This is an optimization exercise on Yosys and OpenROAD, whose aim is small area and a short achievable clock period, not a production implementation. Function was checked by simulation only, so behaviour that the tests miss may differ from the original. No driver is modelled on the clock port, so clocking that relies on it looks cheaper here than on a real chip. Power figures rest on the tool's default switching activity, not on a simulated workload.

== run 1 ==
==> flow/design.v (excerpt) <==
module xor128_prng_bank
#(
  parameter int unsigned SIZE   = 8,
  parameter int unsigned WARMUP = 16,
  parameter logic [31:0] SEED0  = xor128_prng_bank_pkg::DEF_SEED0,
  parameter logic [31:0] SEED1  = xor128_prng_bank_pkg::DEF_SEED1,
  parameter logic [31:0] SEED2  = xor128_prng_bank_pkg::DEF_SEED2,
  parameter logic [31:0] SEED3  = xor128_prng_bank_pkg::DEF_SEED3
) (
  input  logic                 iClk,
  input  logic                 iRst_n,
  input  logic                 iSeedValid,
  input  logic [127:0]         iSeed,
  output logic [SIZE*32-1:0]   oRand,
  output logic                 oValid,
  input  logic                 iReady,
  output logic                 oBusy
);
  localparam int unsigned CNT_W    = 6;   
  localparam logic [CNT_W-1:0] SEED_END = CNT_W'(4 * SIZE);
  localparam logic [CNT_W-1:0] LAST_CNT = CNT_W'(4 * SIZE + WARMUP - 1);
  localparam logic [31:0] DEF_WORD0 = xor128_prng_bank_pkg::xs_next_word(SEED0, SEED3);
  localparam logic [127:0] DEF_STEP1 = {DEF_WORD0, SEED3, SEED2, SEED1};
  logic             run_q;       
  logic             valid_q;     
  logic [CNT_W-1:0] cnt_q;       
  logic             own_seed_q;  
  logic             seed_end;    
  logic             warm_end;    
  assign seed_end = !run_q && (cnt_q == SEED_END - CNT_W'(1));
  assign warm_end = !run_q && (cnt_q == LAST_CNT);
  always_ff @(posedge iClk or negedge iRst_n) begin : fsm_reg
    if (!iRst_n) begin
      run_q      <= 1'b0;
      cnt_q      <= '0;
      own_seed_q <= 1'b0;
    end else if (iSeedValid) begin
      run_q      <= 1'b0;
      cnt_q      <= '0;
      own_seed_q <= (iSeed != '0);
    end else begin
      own_seed_q <= 1'b1;
      if (!run_q) cnt_q <= cnt_q + CNT_W'(1);
      if (warm_end) run_q <= 1'b1;
    end
  end
  always_ff @(posedge iClk or negedge iRst_n) begin : valid_reg
    if (!iRst_n) begin
      valid_q <= 1'b0;
    end else begin
      valid_q <= valid_q ^ (valid_q ? iSeedValid : (warm_end && !iSeedValid));
    end
  end
  logic [SIZE-1:0] lane_run_q;
  logic [SIZE-1:0] lane_seeded_q;    
  logic [SIZE-1:0] lane_step_en;
  for (genvar k = 0; k < SIZE; k++) begin : g_phase
    always_ff @(posedge iClk or negedge iRst_n) begin : phase_reg
      if (!iRst_n) begin
        lane_run_q[k]     <= 1'b0;
        lane_seeded_q[k]  <= 1'b0;
      end else begin
  ...
Size: roughly 3000 cells after synthesis, roughly 1000 flip-flops, about 41000 um^2 of cells after synthesis.
==> flow/config.mk <==
export PLATFORM = sky130hd
export DESIGN_NAME = xor128_prng_bank
export DESIGN_NICKNAME = xor128_prng_bank
export VERILOG_FILES = /design/flow/design.v
export SDC_FILE = /design/flow/constraint.sdc
export NUM_CORES = 4
export LEC_CHECK = 0
export CAP_MARGIN = 20
export CORE_MARGIN = 2
export CORE_UTILIZATION = 60
export CTS_CLUSTER_DIAMETER = 100
export CTS_CLUSTER_SIZE = 25
export SLEW_MARGIN = 20
==> flow/constraint.sdc <==
create_clock -name core_clock -period 3.0 [get_ports {iClk}]
set_input_delay 0.6000 -clock core_clock [delete_from_list [all_inputs] [get_ports {iClk}]]
set_output_delay 0.6000 -clock core_clock [all_outputs]
set_load 0.01 [all_outputs]
standard.sh (not shown) runs the stock make flow with config.mk's settings and CLKGATE_MAP_FILE= SYNTH_SCRIPT=/design/flow/synth_recipe.tcl, a recipe that flattens the netlist after the stock synthesis.
==> flow/flow/run.sh <==
#!/bin/bash
# Standard ORFS layout with these changes:
#  - plain buffers (instead of the resizer's default pick) on the ports;
#  - then it repairs setup timing towards a slack margin of FLOW_POST_CTS_MARGIN;
#  - the repair after global routing aims for FLOW_GRT_MARGIN (flow/pre_grt.tcl).
set -euo pipefail
export BUFFER_PORTS_ARGS="-buffer_cell sky130_fd_sc_hd__buf_2"
export POST_CTS_TCL="$(pwd)/flow/post_cts.tcl"
export PRE_GLOBAL_ROUTE_TCL="$(pwd)/flow/pre_grt.tcl"
export FLOW_POST_CTS_MARGIN=1.42
export FLOW_GRT_MARGIN=1.42
bash standard.sh > standard_flow.log 2>&1
==> flow/flow/post_cts.tcl <==
set block [ord::get_db_block]
set clk_net [[$block findBTerm iClk] getNet]
set port_loads [$clk_net getITerms]
if { [llength $port_loads] == 1 } {
  set root [[lindex $port_loads 0] getInst]
  set master [[$root getMaster] getName]
  set out_net [[$root findITerm X] getNet]
  set sinks {}
  foreach it [$out_net getITerms] {
    if { [$it isInputSignal] } { lappend sinks $it }
  }
  set all_bufs 1
  foreach it $sinks {
    if { ![string match "sky130_fd_sc_hd__clkbuf_*" [[[$it getInst] getMaster] getName]] } {
      set all_bufs 0
    }
  }
  puts "post_cts: root [$root getName] ($master) drives [llength $sinks] pins, all buffers: $all_bufs"
  if { [string match "sky130_fd_sc_hd__clkbuf_*" $master] && [llength $sinks] <= 4 && $all_bufs
       && [llength [$out_net getBTerms]] == 0 } {
    foreach it $sinks {
      $it disconnect
      $it connect $clk_net
    }
    odb::dbInst_destroy $root
    odb::dbNet_destroy $out_net
    puts "post_cts: removed root clock buffer"
    estimate_parasitics -placement
    report_clock_skew
  }
}

if { [info exists ::env(FLOW_POST_CTS_MARGIN)] } {
  report_worst_slack
  repair_timing -setup -setup_margin $::env(FLOW_POST_CTS_MARGIN) -repair_tns 100 -verbose
  detailed_placement
  check_placement -verbose
  estimate_parasitics -placement
  report_worst_slack
  report_design_area
}
==> flow/flow/pre_grt.tcl <==
# Runs before global routing (PRE_GLOBAL_ROUTE_TCL): the timing repair that
# follows global routing aims for the slack margin in FLOW_GRT_MARGIN (ns),
# now with global-route parasitics.
if { [info exists ::env(FLOW_GRT_MARGIN)] } {
  set ::env(SETUP_SLACK_MARGIN) $::env(FLOW_GRT_MARGIN)
}
Every stage of the flow completed for run 1, and the final layout passed the timing, DRC and antenna checks.
#### Input delta (run 2 over run 1)
==> flow/flow/run.sh <==
#!/bin/bash
set -euo pipefail
export BUFFER_PORTS_ARGS="-buffer_cell sky130_fd_sc_hd__buf_2"
export POST_CTS_TCL="$(pwd)/flow/post_cts.tcl"
export FLOW_POST_CTS_MARGIN=1.35
bash standard.sh > standard_flow.log 2>&1
removed: flow/flow/pre_grt.tcl
- For run 1, the start point of the critical path was g_lane[4].u_lane.x_q[8], unlike run 2, where it was g_lane[4].u_lane.x_q[19].
- For number of stages on the worst setup path, run 1 and run 2 come out practically identical.
- Setup slack for run 2 is lower than for run 1.
- Changes observed in run 2 relative to run 1: clock power closely matched the old numbers; proportion of cell area occupied by registers higher; global-route wire length before repair saw a decrease; total number of vias moved down; switching power as a share of total power essentially unchanged.
- Taking run 1 as the reference point, the final area of run 2 falls by about 8%.
- Looking only at global router's overall resource usage, and setting everything else aside, the lower value of run 1 and run 2 goes to run 2.
The inputs of run 3 differ from those of run 2 as listed below.
- CORE_UTILIZATION now 70, was 60
==> flow/flow/run.sh <==
#!/bin/bash
set -euo pipefail
export BUFFER_PORTS_ARGS="-buffer_cell sky130_fd_sc_hd__buf_2"
export POST_CTS_TCL="$(pwd)/flow/post_cts.tcl"
export FLOW_POST_CTS_MARGIN=1.4
bash standard.sh > standard_flow.log 2>&1
## What came out
Non-clock buffer count of run 3 exceeds that of run 2 by a little under 10%. Wire: run 3 routes more than run 2. Looking at worst hold slack, run 3 sits 200 ps below run 2. Run 3 ended up with a higher area growth from synthesis to final layout than run 2 did. Comparing run 2 and run 3, clock period minus worst slack is higher on run 3. From run 2 to run 3 the numbers moved as follows: sequential share of layout area fell by 0.30 points; die outline area went down 14%; normalized max-slew margin went up by 4.2 points; sequential cell area in the final layout rose by about 0.8%; number of unique standard cell types used by synthesis held. All of run 2 and run 3 finish clean.

== amber ==
xor128_prng_bank, a different RTL version from the one above (not shown whole).
For scale: about 3000 cells after synthesis, ~42000 um2 of cells after synthesis.
## xor128_prng_bank
module xor128_prng_bank
#(
  parameter int unsigned SIZE   = 8,
  parameter int unsigned WARMUP = 16,
  parameter logic [31:0] SEED0  = xor128_prng_bank_pkg::DEF_SEED0,
  parameter logic [31:0] SEED1  = xor128_prng_bank_pkg::DEF_SEED1,
  parameter logic [31:0] SEED2  = xor128_prng_bank_pkg::DEF_SEED2,
  parameter logic [31:0] SEED3  = xor128_prng_bank_pkg::DEF_SEED3
) (
  input  logic                 iClk,
  input  logic                 iRst_n,
  input  logic                 iSeedValid,
  input  logic [127:0]         iSeed,
  output logic [SIZE*32-1:0]   oRand,
  output logic                 oValid,
  input  logic                 iReady,
  output logic                 oBusy
);
==> flow/config.mk <==
export PLATFORM = sky130hd
export DESIGN_NAME = xor128_prng_bank
export DESIGN_NICKNAME = xor128_prng_bank
export VERILOG_FILES = /design/flow/design.v
export SDC_FILE = /design/flow/constraint.sdc
export NUM_CORES = 4
export LEC_CHECK = 0
export CAP_MARGIN = 20
export CORE_MARGIN = 2
export CORE_UTILIZATION = 60
export CTS_CLUSTER_DIAMETER = 100
export CTS_CLUSTER_SIZE = 25
export SLEW_MARGIN = 20
==> flow/constraint.sdc <==
create_clock -name core_clock -period 3.0 [get_ports {iClk}]
set_input_delay 0.6000 -clock core_clock [delete_from_list [all_inputs] [get_ports {iClk}]]
set_output_delay 0.6000 -clock core_clock [all_outputs]
set_load 0.01 [all_outputs]
==> flow/flow/run.sh <==
#!/bin/bash
set -euo pipefail
export BUFFER_PORTS_ARGS="-buffer_cell sky130_fd_sc_hd__buf_2"
export POST_CTS_TCL="$(pwd)/flow/post_cts.tcl"
bash standard.sh > standard_flow.log 2>&1
==> flow/flow/post_cts.tcl <==
set block [ord::get_db_block]
set clk_net [[$block findBTerm iClk] getNet]
set port_loads [$clk_net getITerms]
if { [llength $port_loads] == 1 } {
  set root [[lindex $port_loads 0] getInst]
  set master [[$root getMaster] getName]
  set out_net [[$root findITerm X] getNet]
  set sinks {}
  foreach it [$out_net getITerms] {
    if { [$it isInputSignal] } { lappend sinks $it }
  }
  set all_bufs 1
  foreach it $sinks {
    if { ![string match "sky130_fd_sc_hd__clkbuf_*" [[[$it getInst] getMaster] getName]] } {
      set all_bufs 0
    }
  }
  puts "post_cts: root [$root getName] ($master) drives [llength $sinks] pins, all buffers: $all_bufs"
  if { [string match "sky130_fd_sc_hd__clkbuf_*" $master] && [llength $sinks] <= 4 && $all_bufs
       && [llength [$out_net getBTerms]] == 0 } {
    foreach it $sinks {
      $it disconnect
      $it connect $clk_net
    }
    odb::dbInst_destroy $root
    odb::dbNet_destroy $out_net
    puts "post_cts: removed root clock buffer"
    estimate_parasitics -placement
    report_clock_skew
  }
}
> inputs changed (amber -> garnet)
Settings: SETUP_SLACK_MARGIN newly set to 1.3.
--- outcome ---
Relative to amber, post-route cell area increased by 4800 um2 in garnet.
Compared with amber, garnet shows a higher total power.
garnet completed; timing, DRC and antenna clean
On garnet: power of the combinational group is about 30% higher than what amber gave.

[separate check: timing with driven ports]
In the flow no input, the clock included, has a driving cell. The finished layouts below were timed again as built, in two steps. Step 1 (the two cells are an assumption about what drives the block):
set clk [get_ports {iClk}]
set_driving_cell -lib_cell sky130_fd_sc_hd__clkbuf_16 $clk
set_driving_cell -lib_cell sky130_fd_sc_hd__buf_2 [delete_from_list [all_inputs] $clk]
Step 2 also shifts input and output timing later by t, the mid clock arrival at the registers, as if the neighbouring blocks saw the same clock. Three values: ideal, step 1, step 2; two values: the first two.
| run | t (ns) | slack for setup (ns) | worst setup path at the end | worst data-port slew with drivers (ns) |
|---|---|---|---|---|
| run 1 | 0.566 | 1.347 / 1.266 / 1.039 | input to register | 0.08 |
| run 2 | 0.567 | 1.239 / 1.205 / 0.883 | input to register | 0.08 |
| run 3 | 0.565 | 1.217 / 1.187 / 0.793 | input to register | 0.10 |
| amber | 0.566 | 1.051 / 1.051 / 0.598 | input to register | 0.05 |
| garnet | 0.565 | 1.255 / 1.156 / 0.804 | input to register | 0.04 |
After both steps every run listed still meets setup and hold. For amber, which loses most, drivers alone change the setup slack by 0.000 ns; drivers and shift together by -0.453 ns.
